This design comes from an exercise in tuning for small area and a short achievable clock period on the open sky130 flow, not from production work. RTL that was checked went through simulation tests only; none was proved equivalent to the original. Only the layout flow was run in run 2; the RTL was not checked for function there. Power figures rest on the tool's default switching activity, not on a simulated workload.

==> design/flow/run.sh <==
#!/bin/bash
# synth_recipe.tcl (not shown) runs the flow's synth.tcl, then flattens the netlist and writes it again
# the make line also repeats each setting of config.mk as NAME=value (left out here)
make -C /OpenROAD-flow-scripts/flow DESIGN_CONFIG=/design/flow/config.mk WORK_HOME=/design/flow/orfs CLKGATE_MAP_FILE= SYNTH_SCRIPT=/design/flow/synth_recipe.tcl finish
==> design/flow/config.mk <==
export PLATFORM = sky130hd
export DESIGN_NAME = icache_subsystem
export DESIGN_NICKNAME = icache_subsystem
export VERILOG_FILES = /design/flow/design.v
export SDC_FILE = /design/flow/constraint.sdc
export NUM_CORES = 4
export LEC_CHECK = 0
export CAP_MARGIN = 20
export CORE_MARGIN = 2
export CORE_UTILIZATION = 40
export SLEW_MARGIN = 20
==> design/flow/constraint.sdc <==
create_clock -name core_clock -period 15.0 [get_ports {clock}]
set_input_delay 3.0000 -clock core_clock [delete_from_list [all_inputs] [get_ports {clock}]]
set_output_delay 3.0000 -clock core_clock [all_outputs]
set_load 0.01 [all_outputs]
==> design/flow/design.v <==
package icache_pkg;
    typedef logic [32-1:0] addr_t;
    typedef logic [32-3-1:0] line_addr_t;
    typedef logic [64-1:0] block_t;
    typedef logic [4-1:0] mem_tag_t;
    localparam int LINE_IDX_BITS = $clog2(8);
    typedef logic [LINE_IDX_BITS-1:0] line_idx_t;
endpackage
module plru_tree (
    input  logic       clock,
    input  logic       reset,
    input  logic       i_touch_valid,
    input  logic [2:0] i_touch_index,
    output logic [2:0] o_victim_index
);
    logic [6:0] tree_q;
    always_ff @(posedge clock) begin
        if (reset) begin
            tree_q <= '0;
        end else if (i_touch_valid) begin
            tree_q[0] <= ~i_touch_index[2];
            tree_q[1 + i_touch_index[2]] <= ~i_touch_index[1];
            tree_q[3 + i_touch_index[2:1]] <= ~i_touch_index[0];
        end
    end
    assign o_victim_index[2] = tree_q[0];
    assign o_victim_index[1] = tree_q[1 + o_victim_index[2]];
    assign o_victim_index[0] = tree_q[3 + o_victim_index[2:1]];
endmodule
module icache_lines (
    input  logic                       clock,
    input  logic                       reset,
    input  logic [1:0]                 i_fetch_valid,
    input  icache_pkg::addr_t [1:0]    i_fetch_addr,
    input  icache_pkg::line_addr_t     i_snoop_line,
    input  logic                       i_fill_valid,
    input  icache_pkg::line_addr_t     i_fill_line,
    input  icache_pkg::block_t         i_fill_data,
    output logic [1:0]                 o_hit,
    output icache_pkg::block_t [1:0]   o_data,
    output logic                       o_snoop_hit,
    output logic                       o_full
);
    localparam int LINES = 8;
    localparam int ADDR_BITS = 32;
    localparam int OFFSET = 3;
    logic [LINES-1:0] valid_q;
    icache_pkg::line_addr_t       tag_q [0:LINES-1];
    icache_pkg::block_t           data_q [0:LINES-1];
    logic [LINES-1:0] match [0:1];
    logic [2:0]       victim_idx;
    logic [LINES-1:0] free_oh;
    logic [LINES-1:0] fill_oh;
    logic [2:0]       fill_idx;
    always_comb begin
        for (int p = 0; p < 2; p++) begin
            o_data[p] = '0;
            for (int i = 0; i < LINES; i++) begin
                match[p][i] = i_fetch_valid[p] && valid_q[i]
                              && (tag_q[i] == i_fetch_addr[p][ADDR_BITS-1:OFFSET]);
                o_data[p] = o_data[p] | ({64{match[p][i]}} & data_q[i]);
            end
            o_hit[p] = |match[p];
        end
    end
    always_comb begin
        o_snoop_hit = 1'b0;
        for (int i = 0; i < LINES; i++) begin
            o_snoop_hit = o_snoop_hit | (valid_q[i] && (tag_q[i] == i_snoop_line));
        end
    end
    assign o_full = &valid_q;
    always_comb begin
        for (int i = 0; i < LINES; i++) begin
            free_oh[i] = !valid_q[i];
            for (int j = 0; j < i; j++) begin
                free_oh[i] = free_oh[i] && valid_q[j];
            end
        end
    end
    always_comb begin
        for (int i = 0; i < LINES; i++) begin
            fill_oh[i] = o_full ? (victim_idx == 3'(i)) : free_oh[i];
        end
        fill_idx[0] = fill_oh[1] | fill_oh[3] | fill_oh[5] | fill_oh[7];
        fill_idx[1] = fill_oh[2] | fill_oh[3] | fill_oh[6] | fill_oh[7];
        fill_idx[2] = fill_oh[4] | fill_oh[5] | fill_oh[6] | fill_oh[7];
    end
    plru_tree u_plru (
        .clock         (clock),
        .reset         (reset),
        .i_touch_valid (i_fill_valid),
        .i_touch_index (fill_idx),
        .o_victim_index(victim_idx)
    );
    always_ff @(posedge clock) begin
        if (reset) begin
            valid_q <= '0;
        end else if (i_fill_valid) begin
            valid_q <= valid_q | fill_oh;
        end
    end
    always_ff @(posedge clock) begin
        for (int i = 0; i < LINES; i++) begin
            if (i_fill_valid && fill_oh[i]) begin
                tag_q[i] <= i_fill_line;
                data_q[i] <= i_fill_data;
            end
        end
    end
endmodule
module fill_mshr (
    input  logic                   clock,
    input  logic                   reset,
    input  icache_pkg::line_addr_t [2:0] i_snoop_line,
    input  logic                   i_push,
    input  icache_pkg::mem_tag_t   i_push_tag,
    input  icache_pkg::line_addr_t i_push_line,
    input  icache_pkg::mem_tag_t   i_ret_tag,
    output logic [2:0]             o_snoop_hit,
    output logic                   o_fill_valid,
    output icache_pkg::line_addr_t o_fill_line
);
    localparam int DEPTH = 16;
    localparam int PTR_BITS = $clog2(DEPTH);
    localparam int LINE_BITS = 32 - 3;
    logic [DEPTH-1:0] valid_q;
    icache_pkg::mem_tag_t         tag_q [0:DEPTH-1];
    icache_pkg::line_addr_t       line_q [0:DEPTH-1];
    logic [PTR_BITS-1:0] head_q;
    logic [PTR_BITS-1:0] tail_q;
    logic [DEPTH-1:0]    head_oh;
    logic [DEPTH-1:0]    tail_oh;
    logic push_ok;
    logic pop;
    icache_pkg::mem_tag_t head_tag;
    logic                 head_valid;
    always_comb begin
        for (int i = 0; i < DEPTH; i++) begin
            head_oh[i] = (head_q == PTR_BITS'(i));
            tail_oh[i] = (tail_q == PTR_BITS'(i));
        end
    end
    always_comb begin
        head_tag = '0;
        head_valid = 1'b0;
        o_fill_line = '0;
        for (int i = 0; i < DEPTH; i++) begin
            head_tag = head_tag | ({4{head_oh[i]}} & tag_q[i]);
            head_valid = head_valid | (head_oh[i] & valid_q[i]);
            o_fill_line = o_fill_line | ({LINE_BITS{head_oh[i]}} & line_q[i]);
        end
    end
    assign push_ok = i_push && (i_push_tag != '0);
    assign pop = head_valid && (i_ret_tag != '0) && (i_ret_tag == head_tag);
    assign o_fill_valid = pop;
    always_comb begin
        for (int s = 0; s < 3; s++) begin
            o_snoop_hit[s] = 1'b0;
            for (int i = 0; i < DEPTH; i++) begin
                o_snoop_hit[s] = o_snoop_hit[s] | (valid_q[i] && (line_q[i] == i_snoop_line[s]));
            end
        end
    end
    always_ff @(posedge clock) begin
        if (reset) begin
            head_q <= '0;
            tail_q <= '0;
            valid_q <= '0;
        end else begin
            if (pop) begin
                head_q <= head_q + 1'b1;
            end
            if (push_ok) begin
                tail_q <= tail_q + 1'b1;
            end
            for (int i = 0; i < DEPTH; i++) begin
                if (push_ok && tail_oh[i]) begin
                    valid_q[i] <= 1'b1;
                end else if (pop && head_oh[i]) begin
                    valid_q[i] <= 1'b0;
                end
            end
        end
    end
    always_ff @(posedge clock) begin
        for (int i = 0; i < DEPTH; i++) begin
            if (push_ok && tail_oh[i]) begin
                tag_q[i] <= i_push_tag;
                line_q[i] <= i_push_line;
            end
        end
    end
endmodule
module stream_prefetcher (
    input  logic                   clock,
    input  logic                   reset,
    input  logic [1:0]             i_miss_port,
    input  icache_pkg::line_addr_t [1:0] i_port_line,
    input  logic [1:0]             i_port_mshr_hit,
    input  logic                   i_cand_mshr_hit,
    input  logic                   i_next_cache_hit,
    input  logic                   i_next_mshr_hit,
    input  logic                   i_cache_full,
    input  logic                   i_accepted,
    output icache_pkg::line_addr_t o_next_line,
    output icache_pkg::line_addr_t o_cand_line,
    output logic                   o_req_valid,
    output icache_pkg::addr_t      o_req_addr
);
    localparam int DEPTH = 7;
    localparam int OFFSET = 3;
    localparam int COUNT_BITS = $clog2(DEPTH + 1);
    localparam int MODE = 2;
    logic                   miss_seen_q;
    icache_pkg::line_addr_t miss_line_q;
    logic                   stream_q;
    icache_pkg::line_addr_t next_q;
    logic [COUNT_BITS-1:0]  count_q;
    logic                   miss_valid;
    icache_pkg::line_addr_t miss_line;
    logic                   new_miss;
    logic                   miss_mshr_hit;
    logic                   stream_ok;
    logic                   cand_valid;
    logic                   suppressed;
    logic                   advance;
    assign miss_valid = |i_miss_port;
    assign miss_line = i_miss_port[0] ? i_port_line[0] : i_port_line[1];
    generate
        if (MODE == 2) begin : g_port
            logic [1:0] port_new;
            assign port_new[0] = !miss_seen_q || (i_port_line[0] != miss_line_q);
            assign port_new[1] = !miss_seen_q || (i_port_line[1] != miss_line_q);
            assign new_miss = i_miss_port[0] ? port_new[0] : (i_miss_port[1] && port_new[1]);
            assign miss_mshr_hit = i_miss_port[0] ? i_port_mshr_hit[0] : i_port_mshr_hit[1];
        end else begin : g_line
            assign new_miss = miss_valid && (!miss_seen_q || (miss_line != miss_line_q));
            assign miss_mshr_hit = (MODE == 1) ? i_port_mshr_hit[0] : i_cand_mshr_hit;
        end
    endgenerate
    assign stream_ok = stream_q && (!i_cache_full || (count_q != COUNT_BITS'(DEPTH)));
    assign cand_valid = new_miss || stream_ok;
    assign suppressed = new_miss ? miss_mshr_hit
                                 : (i_next_cache_hit || ((MODE == 0) ? i_cand_mshr_hit : i_next_mshr_hit));
    assign o_req_valid = cand_valid && !suppressed;
    assign advance = cand_valid && (suppressed || i_accepted);
    assign o_next_line = next_q;
    assign o_cand_line = new_miss ? miss_line : next_q;
    assign o_req_addr = {o_cand_line, {OFFSET{1'b0}}};
    always_ff @(posedge clock) begin
        if (reset) begin
            miss_seen_q <= 1'b0;
            stream_q <= 1'b0;
            count_q <= '0;
        end else begin
            if (!miss_valid) begin
                miss_seen_q <= 1'b0;
            end
            if (new_miss) begin
                count_q <= '0;
            end
            if (advance) begin
                if (new_miss) begin
                    miss_seen_q <= 1'b1;
                    stream_q <= 1'b1;
                end else if (count_q != COUNT_BITS'(DEPTH)) begin
                    count_q <= count_q + 1'b1;
                end
            end
        end
    end
    always_ff @(posedge clock) begin
        if (advance) begin
            next_q <= o_cand_line + 1'b1;
            if (new_miss) begin
                miss_line_q <= miss_line;
            end
        end
    end
endmodule
module icache_subsystem (
    input  logic                     clock,
    input  logic                     reset,
    input  logic [1:0]               i_fetch_valid,
    input  icache_pkg::addr_t [1:0]  i_fetch_addr,
    input  logic                     i_mem_req_accepted,
    input  icache_pkg::mem_tag_t     i_mem_req_tag,
    input  icache_pkg::mem_tag_t     i_mem_data_tag,
    input  icache_pkg::block_t       i_mem_data,
    output logic [1:0]               o_hit,
    output icache_pkg::block_t [1:0] o_data,
    output logic                     o_mem_req_valid,
    output icache_pkg::addr_t        o_mem_req_addr
);
    localparam int ADDR_BITS = 32;
    localparam int OFFSET = 3;
    localparam int MODE = 2;
    icache_pkg::line_addr_t [1:0] port_line;
    logic [1:0]             miss_port;
    icache_pkg::line_addr_t next_line;
    icache_pkg::line_addr_t cand_line;
    icache_pkg::line_addr_t [2:0] snoop_line;
    logic [2:0]             mshr_snoop_hit;
    logic                   next_cache_hit;
    logic                   cache_full;
    logic [1:0]             port_mshr_hit;
    logic                   cand_mshr_hit;
    logic                   next_mshr_hit;
    logic                   fill_valid;
    icache_pkg::line_addr_t fill_line;
    assign port_line[0] = i_fetch_addr[0][ADDR_BITS-1:OFFSET];
    assign port_line[1] = i_fetch_addr[1][ADDR_BITS-1:OFFSET];
    assign miss_port[0] = i_fetch_valid[0] && !o_hit[0];
    assign miss_port[1] = !miss_port[0] && i_fetch_valid[1] && !o_hit[1];
    icache_lines u_lines (
        .clock        (clock),
        .reset        (reset),
        .i_fetch_valid(i_fetch_valid),
        .i_fetch_addr (i_fetch_addr),
        .i_snoop_line (next_line),
        .i_fill_valid (fill_valid),
        .i_fill_line  (fill_line),
        .i_fill_data  (i_mem_data),
        .o_hit        (o_hit),
        .o_data       (o_data),
        .o_snoop_hit  (next_cache_hit),
        .o_full       (cache_full)
    );
    generate
        if (MODE == 2) begin : g_snoop2
            assign snoop_line[0] = port_line[0];
            assign snoop_line[1] = port_line[1];
            assign snoop_line[2] = next_line;
            assign port_mshr_hit = mshr_snoop_hit[1:0];
            assign cand_mshr_hit = 1'b0;
            assign next_mshr_hit = mshr_snoop_hit[2];
        end else if (MODE == 1) begin : g_snoop1
            assign snoop_line[0] = miss_port[0] ? port_line[0] : port_line[1];
            assign snoop_line[1] = next_line;
            assign snoop_line[2] = '0;
            assign port_mshr_hit = {1'b0, mshr_snoop_hit[0]};
            assign cand_mshr_hit = 1'b0;
            assign next_mshr_hit = mshr_snoop_hit[1];
        end else begin : g_snoop0
            assign snoop_line[0] = cand_line;
            assign snoop_line[1] = '0;
            assign snoop_line[2] = '0;
            assign port_mshr_hit = '0;
            assign cand_mshr_hit = mshr_snoop_hit[0];
            assign next_mshr_hit = 1'b0;
        end
    endgenerate
    fill_mshr u_mshr (
        .clock       (clock),
        .reset       (reset),
        .i_snoop_line(snoop_line),
        .i_push      (i_mem_req_accepted),
        .i_push_tag  (i_mem_req_tag),
        .i_push_line (cand_line),
        .i_ret_tag   (i_mem_data_tag),
        .o_snoop_hit (mshr_snoop_hit),
        .o_fill_valid(fill_valid),
        .o_fill_line (fill_line)
    );
    stream_prefetcher u_prefetch (
        .clock           (clock),
        .reset           (reset),
        .i_miss_port     (miss_port),
        .i_port_line     (port_line),
        .i_port_mshr_hit (port_mshr_hit),
        .i_cand_mshr_hit (cand_mshr_hit),
        .i_next_cache_hit(next_cache_hit),
        .i_next_mshr_hit (next_mshr_hit),
        .i_cache_full    (cache_full),
        .i_accepted      (i_mem_req_accepted),
        .o_next_line     (next_line),
        .o_cand_line     (cand_line),
        .o_req_valid     (o_mem_req_valid),
        .o_req_addr      (o_mem_req_addr)
    );
endmodule
==> flow_summary.ini, run 1 <==
[sta]
setup_viol_count_final = 0
relSlewSlack_pct = 8.03
setup_tns_ns = 0
tightest_slew_ns = 1.38
rsz0062_at_grt = false
period_needed_ns = 12.57
fin_crit_sh_pct = 83.8
hold_violations = 0
skew_ns = 0.0802
whs_ns = 0.472
slew_violations = 0
fmax_mhz = 79.5

[power]
powerDensity_nw_per_um2 = 110
leakagePower_nw = 28.4
total_power_mw = 9.73
vdd_drop_max_uv = 92.4

[critical_path]
crit_top_cell = buf_4
max_stage_delay_ns = 0.91
start_kind = input pin
path_cells = buf_2, buf_4, xor2_1, nor4_1, nand4_1, nor2_4, buf_4, nor4_2, nand3_2, buf_4, a21o_2, buf_4, mux2i_1, inv_1, clkdlybuf4s50_1
crit_family = buffers and inverters
crit_type = input pin to primary output
end_kind = primary output
critPathMaxFanout = 51
critical_path_arrival_ns = 9.57
cp_num_buf_inv = 7
worstPathRequired_ns = 12.00
cpMaxStageDelayCell = buf_2

[layout]
syn_to_final_growth_pct = 14.7
fin_nets = 6669
nFillCells = 17300
regArea_um2 = 40800
final_layout_size_suffix_gt1_share_pct = 9.81
multi_input_area_um2 = 34100

[grt]
grt.total_usage_pct = 43.8
grt_start_max_net_pins = 57
antenna_found_initial = 68
grt_pass1_wl_um = 577000
overflow = 0
grt_pass1_vias = 60300

[clock_tree]
postCtsResizedCells = 0
cts_buffers = 156
cts_hold_buffers = 0
root_buffer = clkbuf_16
clock_tree.buffer_depth = 3
clock_sinks = 1374
cts_tree = built
post_cts_buffers = 0
htree_levels = 4
clk_latency_ns = 0.89
clk_pin_slew_worst_paths_ns = 0.06

[drt]
wl_um = 445000
first_pass_iters = 9
avgRoutedWirePerCell_um = 48.3
drt_iter0_markers = 14000
vias = 66400
viasPerCell = 7.20
ant_nets = 0
drc = 0

[placement]
numPortBuffers = 294
gp_congestion = 1.16
dp_hpwl_um = 288000

[floorplanning]
start_util_pct = 40.2
fp.dieH_um = 443
die_w_um = 443
core_um2 = 192000
rows = 161
dieArea_um2 = 197000
boundaryPins = 304

[synthesis]
yosys.area_share.simple_pct = 9.21
synth_fa_ha_area_share_pct = 0.178
synth_compound_area_share_pct = 9.22
synth-main-ff-cell = edfxtp_1
synth_edf_count = 1330
ys_warn_count = 9
postSynthCellCount = 6262
yosysSeqAreaShare_pct = 52.9
synth_top_family_by_area = XOR/XNOR gates
netlist_area_um2 = 77200
ys_async_sr_fraction_pct = 0
synth_xor_area_share_pct = 24.5
synth-seq-cells = 1374
synth_cell_types = 74
synthMuxAreaShare_pct = 0.656
synth.avg_cell_area_um2 = 12.3

[worst_hold_path]
hold_path_class = flop to flop

[run]
maxCapViolCount = 0

[run_status]
outcome = complete, no violations
flip-flops by register name, summed over array words and instances (netlist names), 8 cells and up, named ones only:
signal and flops:
u_prefetch.next_q 29, u_lines.data_q 512, u_mshr.valid_q 16, u_prefetch.miss_line_q 29, u_lines.tag_q 232, u_mshr.tag_q 64
u_mshr.line_q 464, u_lines.valid_q 8
routing by layer:
metal | wire length (um) | track usage [%]
met1 | 155000 | 54.1
met5 | 387 | 0
met3 | 70200 | 18.6
met2 | 178000 | 60.4
met4 | 42200 | 33.3
synthesized netlist by cell type, types with 18 or more instances:
cell type  count  area (um^2)
mux2_2        29          327
nand2_1      150          563
a21oi_1       41          205
xor2_1      1226        10700
clkbuf_1     166          623
o21ai_0       44          220
dfxtp_1       44          881
buf_2        198          991
buf_1         33          124
and3_1        38          238
buf_4         66          495
a222oi_1      56          561
xnor2_1      930         8150
a22o_1       178         1560
nand4_1      380         2380
a22oi_1      330         2480
nor3_1        18         90.1
inv_1         70          263
a221oi_1     180         1580
nor2_1        70          263
mux2i_1       18          180
edfxtp_1    1330        39900
nand3_1      149          746
nor4_1       380         2380
power by group:
group	internal [mW]	switching (mW)	leakage, nW	total [mW]
combinational	0.344	1.01	13.5	1.35
sequential	4.29	0.0723	12.4	4.36
clock	2.27	1.75	2.55	4.02
total	6.90	2.83	28.4	9.73
worst paths after layout:
path                                      startpoint               endpoint  slack (ns)  cells past startpoint
worst max-delay path                i_fetch_addr[13]     o_mem_req_addr[13]        2.43                     15
worst min-delay path             u_prefetch.stream_q    u_prefetch.stream_q        0.47                      2
worst max register to register  u_lines.tag_q[0][26]  u_prefetch.next_q[16]        8.26                     17
worst min register to register   u_prefetch.stream_q    u_prefetch.stream_q        0.47                      2
cell usage in the layout (no fill, tap or decap), types with 44 or more instances in the layout:
cell             synthesis  routed
nand4_1                380     380
nand3_1                149     148
clkdlybuf4s50_1          0     235
edfxtp_1              1330    1330
buf_2                  198      59
a22oi_1                330     330
nand2_1                150     150
nor2_1                  70      54
a221oi_1               180     180
a222oi_1                56      56
a22o_1                 178     178
clkbuf_16                0     156
dfxtp_1                 44      44
inv_1                   70      67
nor4_1                 380     366
buf_4                   66     267
xor2_1                1226    1226
xnor2_1                930     930
diode_2                  0      47
final cells by class:
| class | count | share of cell area (%) |
|---|---|---|
| Multi-Input combinational cell | 4347 | 38.5 |
| Timing Repair Buffer | 568 | 5.35 |
| Clock buffer | 190 | 4.59 |
| Sequential cell | 1374 | 46.1 |
| Inverter | 70 | 0.305 |
| Tap cell | 2526 | 3.57 |
| Antenna cell | 47 | 0.133 |
| Clock inverter | 98 | 1.41 |
worst min-delay path, delay by kind of cell (launching register included):
family	cells	cell delay (ns)
buf+inv	1	0.06
compound gates	1	0.05
flops	1	0.31
cell families (layout without fill, tap and decap cells):
logic type / after synthesis / after routing
xor+xnor: 2156 / 2156
flops: 1374 / 1374
simple gates: 1244 / 1244
compound gates: 886 / 886
buf+inv: 543 / 926
mux: 47 / 47
fa+ha+maj: 11 / 11
other cells: 1 / 50
stage by stage:
stage | utilization (%) | worst slack, ns | cells | area (um^2)
after CTS | 46.0 | 2.82 | 9169 | 88300
after global placement | 43.2 | 2.81 | 8877 | 83000
after detailed placement | 43.2 | 2.84 | 8881 | 83000
after global routing | 46.0 | 2.46 | 9185 | 88400
final | 46.1 | 2.43 | 9220 | 88500
after floorplan | - | 5.88 | 6264 | 77200
==> inputs of run 2 (changes only) <==
--- a/design/flow/design.v
+++ b/design/flow/design.v
@@ -212,5 +212,5 @@
     localparam int OFFSET = 3;
     localparam int COUNT_BITS = $clog2(DEPTH + 1);
-    localparam int MODE = 2;
+    localparam int MODE = 0;
     logic                   miss_seen_q;
     icache_pkg::line_addr_t miss_line_q;
@@ -296,5 +296,5 @@
     localparam int ADDR_BITS = 32;
     localparam int OFFSET = 3;
-    localparam int MODE = 2;
+    localparam int MODE = 0;
     icache_pkg::line_addr_t [1:0] port_line;
     logic [1:0]             miss_port;
--- a/design/flow/config.mk
+++ b/design/flow/config.mk
@@ -9,3 +9,4 @@
 export CORE_MARGIN = 2
 export CORE_UTILIZATION = 40
+export SETUP_SLACK_MARGIN = 5
 export SLEW_MARGIN = 20
==> flow_summary.ini, run 2 <==
[synthesis]
yosysTopAreaCell = edfxtp_1
yosysMostFrequentCell = edfxtp_1
ys_async_sr_fraction_pct = 0
synth_edf_count = 1330
netlist_area_um2 = 73000
postSynthCellCount = 6076
synth_cell_types = 104
yosysSeqAreaShare_pct = 55.9
yosys-top-cells-area = edfxtp_1 (55%), xor2_1 (6.3%), xnor2_1 (6.1%), a221oi_1 (3.6%), a22o_1 (3.3%)
ys_warn_count = 9
synthTopCellsByCount = edfxtp_1 (1330), xor2_1 (527), xnor2_1 (509), a221oi_1 (303), a22oi_1 (299)
synth-main-ff-cell = edfxtp_1
synth.avg_cell_area_um2 = 12.0
yosys.area.top_type_share_pct = 54.7
synth-seq-cells = 1374

[critical_path]
crit_family = simple AND/OR/NAND/NOR gates
r2r-start = u_lines.tag_q[2][13]
max_stage_delay_ns = 0.62
critPathMaxFanout = 6
timing.rr.end = u_prefetch.next_q[28]
cp_num_buf_inv = 10
crit_start = i_fetch_addr[28]
critical_path_arrival_ns = 9.13
crit_top_cell = buf_4
crit_type = input pin to primary output
r2r_slack_ns = 7.61
worstPathRequired_ns = 12.00
r2r_cells = 29
end_kind = primary output
start_kind = input pin
cpMaxStageDelayCell = or4_4

[clock_tree]
cts_hold_buffers = 0
clock_sinks = 1374
cts_tree = built
clk_latency_ns = 0.87
clk_pin_slew_worst_paths_ns = 0.06
clock_tree.buffer_depth = 3
htree_levels = 4
cts_buffers = 156
root_buffer = clkbuf_16

[worst_hold_path]
holdPathEnd = u_prefetch.stream_q
worstHoldStart = u_prefetch.stream_q
hold_path_class = flop to flop
hold_path_depth = 2

[floorplanning]
core_um2 = 181000
fp.dieH_um = 431
die_w_um = 431
start_util_pct = 40.3
rows = 156
boundaryPins = 304
dieArea_um2 = 186000

[sta]
relSlewSlack_pct = 12.8
slew_violations = 0
hold_violations = 0
setup_viol_count_final = 0
skew_ns = 0.0649
fin_crit_sh_pct = 80.9
period_needed_ns = 12.13
setup_tns_ns = 0
rsz0062_at_grt = true
worst_slack_ns = 2.87
tightest_slew_ns = 1.31
fmax_mhz = 82.4
whs_ns = 0.486

[drt]
vias = 69200
wl_um = 472000
viasPerCell = 7.19
drc = 0
drt_iter0_markers = 12200
ant_nets = 0
first_pass_iters = 9
avgRoutedWirePerCell_um = 49.0

[layout]
largest_reg_flops = 512
reg_top3 = u_lines.data_q x512, u_mshr.line_q x464, u_lines.tag_q x232
fin_nets = 7232
fin_util_pct = 51.7
final_cells = 9621
top_register = u_lines.data_q
mostFrequentLayoutCell = edfxtp_1
final_cell_mix = edfxtp_1 (1330), buf_4 (784), xor2_1 (517)
final_layout_size_suffix_gt1_share_pct = 22.3
syn_to_final_growth_pct = 28.3

[power]
powerDensity_nw_per_um2 = 107
vdd_drop_max_uv = 114
leakagePower_nw = 32.1

[placement]
numPortBuffers = 294
gp_congestion = 1.10
dpl.cell_count = 9039
pre_cts_ws_ns = 0.849
dp_hpwl_um = 328000

[run_status]
outcome = complete, no violations

[grt]
grt_start_max_net_pins = 95
grt_pass1_wl_um = 607000
grt_pass1_vias = 63900
grt.total_usage_pct = 49.2
antenna_found_initial = 44
overflow = 0

[run]
maxCapViolCount = 0
run 2: cell types whose count changed in the layout (fill, tap and decap cells not counted), moves of 135 or more:
cell / previous run / this run
nor4_1: 366 / 164
xnor2_1: 930 / 495
nand4_1: 380 / 190
buf_6: 1 / 136
buf_4: 267 / 784
xor2_1: 1226 / 517
run 2: worst max-delay path by stage:
stage                       to  slack [ns]  depth (start not counted)
6_report       o_mem_req_valid        2.87                         27
5_1_grt        o_mem_req_valid        2.94                         31
4_1_cts        o_mem_req_valid        3.07                         28
3_5_place_dp   o_mem_req_valid        0.85                         25
3_3_place_gp   o_mem_req_valid        0.87                         22
2_1_floorplan  o_mem_req_valid        4.52                         22
run 2: power breakdown:
part / internal (mW) / total (mW) / switching (mW)
Sequential: 4.29 / 4.34 / 0.0549
Combinational: 0.564 / 1.70 / 1.14
Clock: 2.28 / 4.01 / 1.74
Total: 7.13 / 10.1 / 2.93
run 2: worst register-to-register path: cells and delay by family (launching register included):
family | cells | cell delay [ns]
adders and majority gates | 1 | 0.37
and+or+nand+nor | 12 | 3.50
buffers and inverters | 10 | 1.59
AOI/OAI and AO/OA | 4 | 0.89
DFF | 1 | 0.49
xor gates and xnor gates | 2 | 0.29
run 2: timing repair:
action | 4_1_cts | 5_1_grt
endpoints found under the hold margin | 0 | 0
cloned | 6 | 1
pin swaps | 77 | 60
endpoints found under the setup margin | 221 | 80
resized for setup | 668 | 168
setup buffers | 176 | 68
run 2: logic make-up (layout without fill, tap and decap cells):
logic type / count (synthesis) / after routing / synth area share (%)
other: 1 / 44 / 0.00514
buffers and inverters: 631 / 1762 / 3.62
AOI/OAI and AO/OA: 1652 / 1652 / 17.4
muxes: 45 / 45 / 0.653
adders and majority gates: 11 / 11 / 0.189
xor gates and xnor gates: 1036 / 1036 / 12.4
and+or+nand+nor: 1326 / 1327 / 9.75
DFF: 1374 / 1374 / 55.9
run 2: area by class of cell:
class / count / area (um^2)
fillers: 15700 / 87300
multi-input cells: 4074 / 31200
well taps: 2370 / 2970
diodes: 41 / 103
clock inverters: 101 / 1230
flip-flops and latches: 1374 / 40800
inverters: 174 / 753
repair buffers: 1300 / 12500
clock buffers: 187 / 4040
run 2: metrics by stage:
step	instance area (um^2)	total power, mW
2_1_floorplan	73400	4.96
3_3_place_gp	83800	5.85
3_5_place_dp	83800	5.85
4_1_cts	92200	9.89
5_1_grt	93500	10.2
6_report	93600	10.1
run 2: per-layer routing:
metal	up-vias	GRT usage (%)	share of wire, %
li1	26100	-	-
met1	34900	60.9	36
met2	6451	69.5	41
met3	1724	15.7	13
met4	28	41.8	10
met5	-	0.182	0.049
==> inputs of run 3 (changes only) <==
--- a/design/flow/design.v
+++ b/design/flow/design.v
@@ -212,5 +212,5 @@
     localparam int OFFSET = 3;
     localparam int COUNT_BITS = $clog2(DEPTH + 1);
-    localparam int MODE = 0;
+    localparam int MODE = 2;
     logic                   miss_seen_q;
     icache_pkg::line_addr_t miss_line_q;
@@ -296,5 +296,5 @@
     localparam int ADDR_BITS = 32;
     localparam int OFFSET = 3;
-    localparam int MODE = 0;
+    localparam int MODE = 2;
     icache_pkg::line_addr_t [1:0] port_line;
     logic [1:0]             miss_port;
--- a/design/flow/config.mk
+++ b/design/flow/config.mk
@@ -6,5 +6,5 @@
 export NUM_CORES = 4
 export LEC_CHECK = 0
-export CAP_MARGIN = 20
+export CAP_MARGIN = 30
 export CORE_MARGIN = 2
 export CORE_UTILIZATION = 40
==> flow_summary.ini, run 3 <==
[run_status]
outcome = complete, no violations

[power]
powerDensity_nw_per_um2 = 110
total_power_mw = 9.98
leakagePower_nw = 29.2
vdd_drop_max_uv = 123

[drt]
avgRoutedWirePerCell_um = 48.1
vias = 66900
ant_nets = 0
wl_um = 446000
wl_met3_um = 71900
viasPerCell = 7.21
drt_iter0_markers = 13600
met1Wirelength_um = 154000
dr_wl_met2_um = 177000
first_pass_iters = 8
top_layer = met5
drc = 0

[critical_path]
cp_num_buf_inv = 3
crit_type = input pin to primary output
max_stage_delay_ns = 0.67
end_kind = primary output
path_cells = buf_4, buf_6, xnor2_1, nand4_1, nor4_1, and4_4, or3_1, nor3_4, a21o_2, o21ai_2, clkdlybuf4s50_1
critical_path_arrival_ns = 7.22
crit_family = buffers and inverters
critPathMaxFanout = 16
cpMaxStageDelayCell = clkdlybuf4s50_1
start_kind = input pin
worstPathRequired_ns = 12.00

[synthesis]
netlist_area_um2 = 77200
synth.avg_cell_area_um2 = 12.3
postSynthCellCount = 6262
yosys.area.top_type_share_pct = 51.7
yosysSeqAreaShare_pct = 52.9
yosysMostFrequentCell = edfxtp_1
yosys-top-cells-area = edfxtp_1 (52%), xor2_1 (14%), xnor2_1 (11%), a22oi_1 (3.2%), nand4_1 (3.1%)
ys_warn_count = 9
yosysTopAreaCell = edfxtp_1
synth_cell_types = 74
synthTopCellsByCount = edfxtp_1 (1330), xor2_1 (1226), xnor2_1 (930), nand4_1 (380), nor4_1 (380)
synth_edf_count = 1330
synth-seq-cells = 1374
ys_async_sr_fraction_pct = 0
synth-main-ff-cell = edfxtp_1

[sta]
tightest_slew_ns = 1.27
hold_violations = 0
whs_ns = 0.483
worst_slack_ns = 4.78
slew_violations = 0
relSlewSlack_pct = 15.5
setup_viol_count_final = 0
setup_tns_ns = 0
fmax_mhz = 97.8
fin_crit_sh_pct = 68.2
period_needed_ns = 10.22
skew_ns = 0.0683
rsz0062_at_grt = true

[floorplanning]
start_util_pct = 40.2
core_um2 = 192000
die_w_um = 443
boundaryPins = 304
fp.dieH_um = 443
dieArea_um2 = 197000
rows = 161

[grt]
grt.total_usage_pct = 43.9
grt_pass1_vias = 60400
grt_pass1_wl_um = 577000
overflow = 0
antenna_found_initial = 69
grt_start_max_net_pins = 57

[run]
maxCapViolCount = 0

[clock_tree]
clk_latency_ns = 0.91
cts_buffers = 158
clock_tree.buffer_depth = 3
cts_tree = built
clk_pin_slew_worst_paths_ns = 0.06
clock_sinks = 1374
root_buffer = clkbuf_16
htree_levels = 4

[layout]
largest_reg_flops = 512
top_register = u_lines.data_q
regArea_um2 = 40800
mostFrequentLayoutCell = edfxtp_1
final_layout_size_suffix_gt1_share_pct = 11.2
final_cells = 9276
multi_input_area_um2 = 34300
reg_top3 = u_lines.data_q x512, u_mshr.line_q x464, u_lines.tag_q x232
fin_nets = 6725
nFillCells = 17200
syn_to_final_growth_pct = 17.1
final_cell_mix = edfxtp_1 (1330), xor2_1 (1226), xnor2_1 (930)

[placement]
dp_hpwl_um = 289000
gp_congestion = 1.16
numPortBuffers = 294
dpl.cell_count = 8898
pre_cts_ws_ns = 2.87

[worst_hold_path]
hold_path_class = flop to flop
[run 3: cell types whose count changed in the layout (fill, tap and decap cells not counted), sizes merged, moves of 137 or more]
cell   delta
nand4   +189
nor4    +178
buf     -680
xnor2   +421
a21oi   -137
xor2    +699
[run 3: cell type report]
cell class / count / share of cell area (%)
Antenna cell: 51 / 0.141
Clock buffer: 179 / 4.47
Clock inverter: 107 / 1.71
Inverter: 70 / 0.305
Multi-Input combinational cell: 4349 / 37.9
Sequential cell: 1374 / 45.2
Tap cell: 2526 / 3.50
Timing Repair Buffer: 620 / 6.78
[run 3: final timing paths]
kind | end | start | slack [ns] | cells after the start
max | o_mem_req_addr[4] | i_fetch_addr[55] | 4.78 | 11
min | u_prefetch.stream_q | u_prefetch.stream_q | 0.48 | 2
max reg2reg | u_prefetch.next_q[0] | u_prefetch.next_q[0] | 8.57 | 11
min reg2reg | u_prefetch.stream_q | u_prefetch.stream_q | 0.48 | 2
[run 3: metrics by stage]
stage               utilization [%]  instance area, um^2
finish                         47.0                90400
global route                   47.0                90300
CTS                            46.7                89800
detailed placement             43.3                83300
global placement               43.2                83000
floorplan                         -                77200
[run 3: kinds of logic after synthesis]
| family | after synthesis | share of synthesized area [%] |
|---|---|---|
| simple gates | 1244 | 9.21 |
| xor+xnor | 2156 | 24.5 |
| mux | 47 | 0.656 |
| fa+ha+maj | 11 | 0.178 |
| other cells | 1 | 0.00486 |
| buf+inv | 543 | 3.38 |
| flops | 1374 | 52.9 |
| compound gates | 886 | 9.22 |
[run 3: tightest hold or removal path: cells and delay by family, from the launching register on]
family / cells / cell delay (ns)
buffers and inverters: 1 / 0.07
flip-flops: 1 / 0.31
AO/OA/AOI/OAI: 1 / 0.06
[run 3: power by group]
group / switching (mW) / internal (mW) / total (mW) / leakage, nW
logic: 1.02 / 0.382 / 1.40 / 14.2
registers: 0.0703 / 4.29 / 4.36 / 12.4
clock network: 1.78 / 2.44 / 4.22 / 2.68
total: 2.87 / 7.11 / 9.98 / 29.2
[run 3: routing by layer]
layer,GRT usage (%),vias up
li1,-,24400
met1,53.3,33300
met2,60.0,7098
met3,20.2,2092
met4,33.4,54
met5,0.366,-
[run 3: what timing repair did]
item                       CTS  global route
gates resized for setup    193            71
setup endpoints to repair  148            59
pin swaps                   14             3
hold buffers                 0             0
setup buffers               23             8
gates cloned                 2             1
==> inputs of run 4 (changes only) <==
--- a/design/flow/config.mk
+++ b/design/flow/config.mk
@@ -9,4 +9,6 @@
 export CORE_MARGIN = 2
 export CORE_UTILIZATION = 40
+export CTS_BUF_LIST = sky130_fd_sc_hd__clkbuf_8
+export CTS_CLUSTER_SIZE = 24
 export SETUP_SLACK_MARGIN = 5
 export SLEW_MARGIN = 20
==> flow_summary.ini, run 4 <==
[floorplanning]
boundaryPins = 304
core_um2 = 192000
start_util_pct = 40.2
fp.dieH_um = 443
dieArea_um2 = 197000
rows = 161
die_w_um = 443

[layout]
final_cell_mix = edfxtp_1 (1330), xor2_1 (1226), xnor2_1 (930)
syn_to_final_growth_pct = 16.0
final_area_um2 = 89600
fin_nets = 6810
nFillCells = 17400
mostFrequentLayoutCell = edfxtp_1
reg_top3 = u_lines.data_q x512, u_mshr.line_q x464, u_lines.tag_q x232
final_layout_size_suffix_gt1_share_pct = 12.0
largest_reg_flops = 512
top_register = u_lines.data_q

[placement]
dp_hpwl_um = 289000
gp_congestion = 1.16
numPortBuffers = 294
dpl_cell_area_um2 = 83300

[drt]
avgRoutedWirePerCell_um = 47.6
drt_iter0_markers = 13800
vias = 67100
drc = 0
viasPerCell = 7.13
wl_um = 448000
first_pass_iters = 9
ant_nets = 0

[critical_path]
end_kind = primary output
r2r_cells = 11
start_kind = input pin
timing.rr.end = u_prefetch.next_q[20]
r2r_slack_ns = 8.63
crit_type = input pin to primary output
critPathMaxFanout = 16
critical_path_arrival_ns = 7.17
worstPathRequired_ns = 12.00
crit_end = o_mem_req_addr[28]
crit_start = i_fetch_addr[62]
r2r-start = u_prefetch.next_q[0]

[power]
powerDensity_nw_per_um2 = 103
leakagePower_nw = 29.2
vdd_drop_max_uv = 90.7

[grt]
grt_pass1_wl_um = 579000
grt_start_max_net_pins = 57
gr-usage-met2_pct = 60.0
gr-usage-met3_pct = 20.1
busiest_layer = met2
met1_usage_pct = 53.6
grt_pass1_vias = 61100
overflow = 0
antenna_found_initial = 66
grt.total_usage_pct = 44.0

[synthesis]
synth-main-ff-cell = edfxtp_1
yosysTopAreaCell = edfxtp_1
ys_warn_count = 9
synth_edf_count = 1330
netlist_area_um2 = 77200
synth-seq-cells = 1374
yosys-top-cells-area = edfxtp_1 (52%), xor2_1 (14%), xnor2_1 (11%), a22oi_1 (3.2%), nand4_1 (3.1%)
yosys.area.top_type_share_pct = 51.7
synthTopCellsByCount = edfxtp_1 (1330), xor2_1 (1226), xnor2_1 (930), nand4_1 (380), nor4_1 (380)
yosysMostFrequentCell = edfxtp_1
yosysSeqAreaShare_pct = 52.9
synth.avg_cell_area_um2 = 12.3
postSynthCellCount = 6262
synth_cell_types = 74
ys_async_sr_fraction_pct = 0

[sta]
period_needed_ns = 10.17
slew_violations = 0
tightest_slew_ns = 1.30
relSlewSlack_pct = 13.2
fin_crit_sh_pct = 67.8
rsz0062_at_grt = true
fmax_mhz = 98.4
setup_tns_ns = 0
hold_violations = 0
skew_ns = 0.114
setup_viol_count_final = 0

[worst_hold_path]
hold_path_class = flop to flop
worstHoldStart = u_prefetch.stream_q

[clock_tree]
clk_latency_ns = 1.11
clock_tree.buffer_depth = 3
htree_levels = 4
root_buffer = clkbuf_8
clk_pin_slew_worst_paths_ns = 0.06
cts_tree = built
cts_buffers = 233
clock_sinks = 1374
cts_hold_buffers = 0

[run]
maxCapViolCount = 0

[run_status]
outcome = complete, no violations
## run 4: cell counts after synthesis
No cell type changed its count.
## run 4: cell families after synthesis
group	share of synthesized area, %
other	0.00486
flip-flops	52.9
AND/OR/NAND/NOR	9.21
buffers and inverters	3.38
adder cells (fa/ha/maj)	0.178
multiplexers	0.656
AO/OA/AOI/OAI	9.22
XOR/XNOR	24.5
## run 4: worst min path at each step
| stage | to | cells past startpoint |
|---|---|---|
| global placement | u_prefetch.stream_q | 2 |
| global route | u_prefetch.stream_q | 2 |
| finish | u_prefetch.stream_q | 2 |
| floorplan | u_prefetch.stream_q | 2 |
| CTS | u_prefetch.stream_q | 2 |
| detailed placement | u_prefetch.stream_q | 2 |
## run 4: worst max-delay path, cell delays in order
cell and delay [ns]:
buf_4 0.41, buf_6 0.42, xor2_1 0.12, nor4_1 0.30, nand4_1 0.19, nor4_2 0.34
buf_6 0.33, or4_4 0.21, nor3_4 0.06, a21oi_4 0.17, buf_12 0.15, buf_4 0.11
nand2_1 0.04, nand2_1 0.55, clkdlybuf4s50_1 0.66
## run 4: metal layers
layer / routed length (um) / share of wire [%] / up-vias
met5: 550 / 0.12 / -
met1: 154000 / 34 / 33200
met2: 177000 / 40 / 7182
met3: 72600 / 16 / 2055
li1: - / - / 24600
met4: 43200 / 9.6 / 50
## run 4: layout make-up
class	instances	area (um^2)	area share [%]
well taps	2526	3160	3.53
repair buffers	630	6330	7.07
clock inverters	180	1340	1.50
clock buffers	238	3280	3.66
inverters	70	273	0.305
flip-flops and latches	1374	40800	45.6
diodes	37	92.6	0.103
multi-input cells	4349	34300	38.3
## run 4: report_power, final
group | switching [mW] | internal [mW]
clock network | 1.76 | 1.70
logic | 1.02 | 0.386
registers | 0.0704 | 4.29
## run 4: through the flow
stage | setup WS, ns | hold slack [ns] | cells | power (mW) | util, %
finish | 4.83 | 0.479 | 9404 | 9.22 | 46.6
global route | 4.98 | 0.514 | 9383 | 9.34 | 46.6
CTS | 4.93 | 0.477 | 9342 | 9.09 | 46.3
detailed placement | 2.87 | 0.469 | 8898 | 5.67 | 43.3
global placement | 2.81 | 0.469 | 8877 | 5.66 | 43.2
floorplan | 5.88 | 0.447 | 6264 | 4.99 | -
## run 4: timing repair
item	in CTS	in global routing
gates resized for setup	211	79
setup buffers	24	13
cloned	2	3
pin swaps	16	7
endpoints found under the setup margin	148	60
==> inputs of run 5 (changes only) <==
--- a/design/flow/config.mk
+++ b/design/flow/config.mk
@@ -8,5 +8,5 @@
 export CAP_MARGIN = 30
 export CORE_MARGIN = 2
-export CORE_UTILIZATION = 40
+export CORE_UTILIZATION = 45
 export CTS_BUF_LIST = sky130_fd_sc_hd__clkbuf_8
 export CTS_CLUSTER_SIZE = 24
==> flow_summary.ini, run 5 <==
[run_status]
outcome = complete, no violations

[synthesis]
ys_warn_count = 9
yosysSeqAreaShare_pct = 52.9
yosys.area.top_type_share_pct = 51.7
ys_async_sr_fraction_pct = 0
synthTopCellsByCount = edfxtp_1 (1330), xor2_1 (1226), xnor2_1 (930), nand4_1 (380), nor4_1 (380)
synth-main-ff-cell = edfxtp_1
yosysMostFrequentCell = edfxtp_1
netlist_area_um2 = 77200
synth_edf_count = 1330
yosysTopAreaCell = edfxtp_1
synth.avg_cell_area_um2 = 12.3
yosys-top-cells-area = edfxtp_1 (52%), xor2_1 (14%), xnor2_1 (11%), a22oi_1 (3.2%), nand4_1 (3.1%)
synth_cell_types = 74
postSynthCellCount = 6262
synth-seq-cells = 1374

[placement]
dpl.cell_count = 8623
dp_hpwl_um = 288000
gp_congestion = 1.20
pre_cts_ws_ns = 3.08
dpl_cell_area_um2 = 83200
numPortBuffers = 294

[worst_hold_path]
hold_path_class = flop to flop
holdPathEnd = u_mshr.valid_q[0]
worstHoldStart = u_mshr.valid_q[0]
hold_path_depth = 2

[sta]
setup_tns_ns = 0
relSlewSlack_pct = 17.9
fmax_mhz = 97.8
slew_violations = 0
fin_crit_sh_pct = 68.1
hold_violations = 0
skew_ns = 0.108
tightest_slew_ns = 1.23
setup_viol_count_final = 0
rsz0062_at_grt = true
period_needed_ns = 10.22
worst_slack_ns = 4.78

[grt]
grt_pass1_wl_um = 576000
overflow = 0
antenna_found_initial = 69
grt.total_usage_pct = 49.6
grt_pass1_vias = 60800
grt_start_max_net_pins = 57

[layout]
final_area_um2 = 89700
final_layout_size_suffix_gt1_share_pct = 12.3
mostFrequentLayoutCell = edfxtp_1
nFillCells = 14700
syn_to_final_growth_pct = 16.2
top_register = u_lines.data_q
largest_reg_flops = 512
reg_top3 = u_lines.data_q x512, u_mshr.line_q x464, u_lines.tag_q x232
final_cells = 9155
fin_nets = 6825
final_cell_mix = edfxtp_1 (1330), xor2_1 (1226), xnor2_1 (930)

[critical_path]
timing.rr.end = u_prefetch.miss_line_q[0]
r2r_slack_ns = 9.06
crit_top_cell = buf_12
critical_path_arrival_ns = 7.22
critPathMaxFanout = 35
max_stage_delay_ns = 0.59
r2r_cells = 12
crit_type = input pin to primary output
r2r-start = u_prefetch.next_q[10]
end_kind = primary output
path_cells = buf_2, buf_6, xor2_1, nor4_1, nand4_1, nor2_4, buf_12, nor4_4, nand3_4, buf_12, a21o_4, buf_12, o21ai_0, inv_1, buf_4, clkdlybuf4s50_1
worstPathRequired_ns = 12.00
start_kind = input pin
cpMaxStageDelayCell = clkdlybuf4s50_1

[clock_tree]
cts_buffers = 234
htree_levels = 4
clk_pin_slew_worst_paths_ns = 0.06
clock_sinks = 1374
clock_tree.buffer_depth = 3
root_buffer = clkbuf_8
clk_latency_ns = 1.10
cts_tree = built
cts_hold_buffers = 0

[drt]
avgRoutedWirePerCell_um = 49.1
ant_nets = 0
viasPerCell = 7.48
drc = 0
drt_iter0_markers = 14700
first_pass_iters = 10
vias = 68500
wl_um = 450000

[power]
vdd_drop_max_uv = 103
leakagePower_nw = 29.5
powerDensity_nw_per_um2 = 103

[floorplanning]
start_util_pct = 45.1
fp.dieH_um = 418
core_um2 = 171000
rows = 152
boundaryPins = 304
die_w_um = 418
dieArea_um2 = 175000

[run]
maxCapViolCount = 0
==> run 5: cell counts after synthesis <==
Identical to the previous run, type by type.
==> run 5: worst max path at each step <==
stage                     cells past startpoint  slack [ns]         startpoint                   end
after floorplan                               7        5.88  i_mem_data_tag[1]  u_lines.data_q[7][0]
after global placement                       14        2.98   i_fetch_addr[26]    o_mem_req_addr[13]
after detailed placement                     15        3.08   i_fetch_addr[19]    o_mem_req_addr[13]
after CTS                                    16        4.98   i_fetch_addr[19]    o_mem_req_addr[13]
after global routing                         15        4.93   i_fetch_addr[44]     o_mem_req_addr[3]
final                                        16        4.78   i_fetch_addr[24]     o_mem_req_addr[3]
==> run 5: worst max-delay path, delay by kind of cell <==
kind / cells / cell delay [ns]
AO/OA/AOI/OAI: 2 / 0.41
XOR/XNOR: 1 / 0.12
AND/OR/NAND/NOR: 5 / 1.05
buffers and inverters: 8 / 2.52
==> run 5: where the power goes <==
group	leakage [nW]	switching, mW	internal, mW
combinational	14.5	1.04	0.398
clock	2.60	1.75	1.69
sequential	12.4	0.0754	4.29
total	29.5	2.87	6.37
==> run 5: cell type report <==
cell class                 count  area (um^2)  area share [%]
sequential                  1374        40800            45.5
multi-input combinational   4351        34300            38.3
timing repair buffer         642         6800            7.58
clock buffer                 240         3300            3.68
tap                         2233         2790            3.11
clock inverter               194         1270            1.41
inverter                      70          270           0.301
antenna                       51          128           0.142
==> run 5: kinds of logic (layout without fill, tap and decap cells) <==
group           after synthesis  after routing  synth area share, %
xor+xnor                   2156           2156                 24.5
flops                      1374           1374                 52.9
simple gates               1244           1248                 9.21
compound gates              886            886                 9.22
buf+inv                     543           1146                 3.38
mux                          47             47                0.656
fa+ha+maj                    11             11                0.178
other cells                   1             54              0.00486
==> run 5: stage by stage <==
stage,hold WS [ns],power [mW],util [%]
after floorplan,0.447,4.99,-
after global placement,0.471,5.67,48.3
after detailed placement,0.470,5.69,48.6
after CTS,0.479,9.09,52.0
after global routing,0.507,9.33,52.4
final,0.482,9.24,52.5
==> run 5: metal layers <==
layer  GRT usage, %  up-vias  part of all wire [%]
met4           35.1       58                   9.1
met2           65.8     7674                    38
met5          0.972        -                  0.18
met3           24.2     2163                    17
li1               -    24600                     -
met1           62.2    33900                    35
==> run 5: timing repair <==
action,4_1_cts,5_1_grt
gates cloned,6,6
buffers inserted,18,13
resized for setup,241,75
pin swaps,17,8
endpoints found under the setup margin,154,70

afterwards: timing with drivers on the ports:
The results above use ideal ports. As a check the final layouts listed here were re-extracted and re-timed, cells and wires unchanged. Step 1, drivers: a clkbuf_16 drives clock and a buf_2 each remaining input, both assumed. Step 2, shift: input delay + t, output delay - t, t = (earliest + latest rising clock arrival at the registers) / 2. This alone moves slack from input paths to output paths. a / b / c = ideal / step 1 / step 2; a / b = the first two.
run	t (ns)	setup WS [ns]	slew at the worst register clock pin (ns)
run 1	0.944	2.427 / 2.393 / 2.393	0.07 / 0.07
run 2	0.935	2.869 / 2.828 / 2.828	0.08 / 0.08
run 3	0.972	4.777 / 4.748 / 4.748	0.07 / 0.07
run 4	1.151	4.834 / 4.809 / 4.809	0.08 / 0.08
run 5	1.141	4.779 / 4.751 / 4.751	0.08 / 0.08
After both steps setup and hold are still met in every run listed. For run 2, which loses most, drivers alone change the setup slack by -0.041 ns; drivers and shift together by -0.041 ns.
